What follows belongs to an exercise in optimizing a design on an open flow for small area and a short achievable clock period; a production flow would make more cautious choices.
Function was checked by simulation only, so behaviour that the tests miss may differ from the original.
Power figures rest on the tool's default switching activity, not on a simulated workload.

## job 4566
==> flow/design.v (excerpt) <==
module dmem_responder #(
  parameter int          Nloc        = 64,
  parameter int          Dbits       = 32,
  parameter logic [31:0] RAM_BASE    = {dmem_pkg::RAM_REGION, 16'h0000},
  parameter logic [31:0] IO_BASE     = {dmem_pkg::IO_REGION, 16'h0000}
) (
  input  logic             clk,
  input  logic             reset,
  input  logic             mem_req,
  input  logic             mem_wr,
  input  logic [Dbits-1:0] mem_addr,
  input  logic [Dbits-1:0] mem_writedata,
  output logic [Dbits-1:0] mem_readdata,
  output logic             stall,
  output logic [15:0]      led,
  output logic [Dbits-1:0] cycle_count
);
clock: 4.4 ns
lec_check: 0
abc_clock_period_in_ps: 2000
cap_margin: 20
core_margin: 2
core_utilization: 62
place_density: 0.72
setup_slack_margin: 2.15
slew_margin: 20
standard.sh (not shown) runs the stock make flow with config.mk's settings and CLKGATE_MAP_FILE= SYNTH_SCRIPT=/design/flow/synth_recipe.tcl, a recipe that flattens the netlist after the stock synthesis.
==> flow/flow/run.sh <==
#!/bin/bash
# Standard layout with port buffers made of plain buffers, free resizing, and a
# clock tree of clkbuf_16 trunks and clkbuf_8 leaves without dummy loads.
set -euo pipefail
CTS="-sink_clustering_enable -repair_clock_nets -sink_clustering_size 16 -sink_clustering_max_diameter 50"
CTS="$CTS -buf_list {sky130_fd_sc_hd__clkbuf_8 sky130_fd_sc_hd__clkbuf_16} -root_buf sky130_fd_sc_hd__clkbuf_16"
CTS="$CTS -sink_clustering_buffer sky130_fd_sc_hd__clkbuf_8 -dont_use_dummy_load"
bash standard.sh 'BUFFER_PORTS_ARGS=-buffer_cell sky130_fd_sc_hd__buf_2' MATCH_CELL_FOOTPRINT=0 "CTS_ARGS=$CTS" finish > run_make.log 2>&1
The final layout from job 4566, which completed every stage, passed the timing, DRC and antenna checks at the end of the flow.
Edits applied to the flow inputs when going from job 4566 to job 2767:
--- a/flow/config.mk
+++ b/flow/config.mk
@@ -11,3 +11,3 @@
-export CORE_UTILIZATION = 62
-export PLACE_DENSITY = 0.72
-export SETUP_SLACK_MARGIN = 2.15
+export CORE_UTILIZATION = 60
+export PLACE_DENSITY = 0.7
+export SETUP_SLACK_MARGIN = 2.05
[summary]
- Job 2767 ended with every stage complete and zero timing, DRC or antenna violations.
- Going from job 4566 to job 2767, first-pass GRT wire length has decreased; worst hold slack has increased; combinational power has decreased.
- Measured against each other, job 4566 and job 2767 differ in count of placed standard cells including taps, the lower figure coming from job 4566.
- The sequential share of layout area reported for job 2767 is greater than that of job 4566 by 0.73 points.
- Higher clock network fraction of total power among job 4566 and job 2767: job 2767
#### Input delta (job 846 over job 2767)
--- a/flow/config.mk
+++ b/flow/config.mk
@@ -11,0 +12 @@
+export GPL_TIMING_DRIVEN = 1
@@ -13 +14 @@
-export SETUP_SLACK_MARGIN = 2.05
+export SETUP_SLACK_MARGIN = 2.15
Notes after the runs:
Diff job 2767 -> job 846: fmax has increased, switching power total grew by 0.97%, total power rose by 0.00013 W, worst setup slack higher, final design area excluding fillers increased by 1.2% relative to the old numbers. Between job 2767 and job 846, the difference in sequential power is negligible. Job 2767 vs job 846, top routing layer in use: met4 vs met5.

---

Starting RTL as in the previous note.
Settings: LEC_CHECK=0, ABC_CLOCK_PERIOD_IN_PS=2000, CAP_MARGIN=20, CORE_MARGIN=2, CORE_UTILIZATION=60, PLACE_DENSITY=0.7, SETUP_SLACK_MARGIN=2.25, SLEW_MARGIN=20; clock period 4.4 ns.
Scripts as last shown in full above: flow/flow/run.sh
Change:
- CORE_UTILIZATION: 60 -> 65
- PLACE_DENSITY: 0.7 -> 0.75
- SETUP_SLACK_MARGIN: 2.25 -> 2.2
The changed run finished with timing, DRC and antenna clean.
Routed wire length decreases by a few percent.
Power came out lower slightly.
Worst setup slack got worse by 0.054 ns.
Final area falls slightly.
Utilization came out higher by 4.2 points.
Global-route usage went up by 1.9 points.
Sequential share of layout area goes up by 1.0 points.
Change:
--- a/flow/flow/run.sh
+++ b/flow/flow/run.sh
@@ -4,3 +4,3 @@
 set -euo pipefail
-CTS="-sink_clustering_enable -repair_clock_nets -sink_clustering_size 16 -sink_clustering_max_diameter 50"
+CTS="-sink_clustering_enable -repair_clock_nets -sink_clustering_size 18 -sink_clustering_max_diameter 50"
 CTS="$CTS -buf_list {sky130_fd_sc_hd__clkbuf_8 sky130_fd_sc_hd__clkbuf_16} -root_buf sky130_fd_sc_hd__clkbuf_16"
- CORE_UTILIZATION: 65 -> 60
- PLACE_DENSITY: 0.75 -> 0.7
- SETUP_SLACK_MARGIN: 2.2 -> 2.15
What happened: The new run finished clean; setup slack improved by 0.055 ns; clock power fell by about 2.5%; final cell count rose by 0.43%; die area rose by about 8%; design area fell by 0.86%; critical path depth stays the same; power fell by 1.0%; combinational power fell by about 7%.
Change:
--- a/flow/flow/run.sh
+++ b/flow/flow/run.sh
@@ -4,3 +4,3 @@
 set -euo pipefail
-CTS="-sink_clustering_enable -repair_clock_nets -sink_clustering_size 18 -sink_clustering_max_diameter 50"
+CTS="-sink_clustering_enable -repair_clock_nets -sink_clustering_size 16 -sink_clustering_max_diameter 50"
 CTS="$CTS -buf_list {sky130_fd_sc_hd__clkbuf_8 sky130_fd_sc_hd__clkbuf_16} -root_buf sky130_fd_sc_hd__clkbuf_16"
- CORE_UTILIZATION: 60 -> 55
- PLACE_DENSITY: 0.7 -> 0.65
Power rises slightly.
Core utilization falls by 5.2 points.
Wire length rises by a few percent.
First-iteration DRC count falls by roughly a tenth.
Synthesized cell count does not change.
Combinational power rises by roughly a tenth.
Register-to-register slack loses 0.02 ns.
Non-clock buffer count rises by 51.

[re-timing with driven ports]
Ports are ideal in the flow. The routed layouts listed here were re-timed in OpenROAD.
Step 1 (the two cells are an assumption about what drives the block):
set clk [get_ports {clk}]
set_driving_cell -lib_cell sky130_fd_sc_hd__clkbuf_16 $clk
set_driving_cell -lib_cell sky130_fd_sc_hd__buf_2 [delete_from_list [all_inputs] $clk]
Step 2, shift: input delay + t, output delay - t, t = (earliest + latest rising clock arrival at the registers) / 2. This alone moves slack from input paths to output paths.
Three values: ideal ports, drivers, drivers and shift; two values: the first two.
run | t, ns | setup slack, ns | hold slack, ns | clock arrival spread, ns | pins driven straight from the clock port
job 4566 | 0.792 | 2.088 / 2.017 / 1.515 | 0.160 / 0.110 / 0.292 | 0.076 / 0.075 | 1
job 2767 | 0.789 | 2.047 / 2.008 / 1.543 | 0.272 / 0.272 / 0.272 | 0.090 / 0.091 | 1
job 846 | 0.806 | 2.106 / 2.030 / 1.616 | 0.172 / 0.116 / 0.303 | 0.070 / 0.070 | 1
the first run of note 2 | 0.804 | 2.106 / 2.029 / 1.576 | 0.162 / 0.105 / 0.306 | 0.067 / 0.066 | 1
the second run of note 2 | 0.796 | 2.051 / 1.977 / 1.538 | 0.204 / 0.155 / 0.293 | 0.068 / 0.067 | 1
the third run of note 2 | 0.801 | 2.106 / 2.031 / 1.612 | 0.175 / 0.119 / 0.303 | 0.073 / 0.073 | 1
the fourth run of note 2 | 0.799 | 2.091 / 2.015 / 1.540 | 0.280 / 0.230 / 0.290 | 0.079 / 0.079 | 1
After both steps every run listed still meets setup and hold. For job 4566, which loses most, drivers alone change the setup slack by -0.071 ns; drivers and shift together by -0.573 ns.
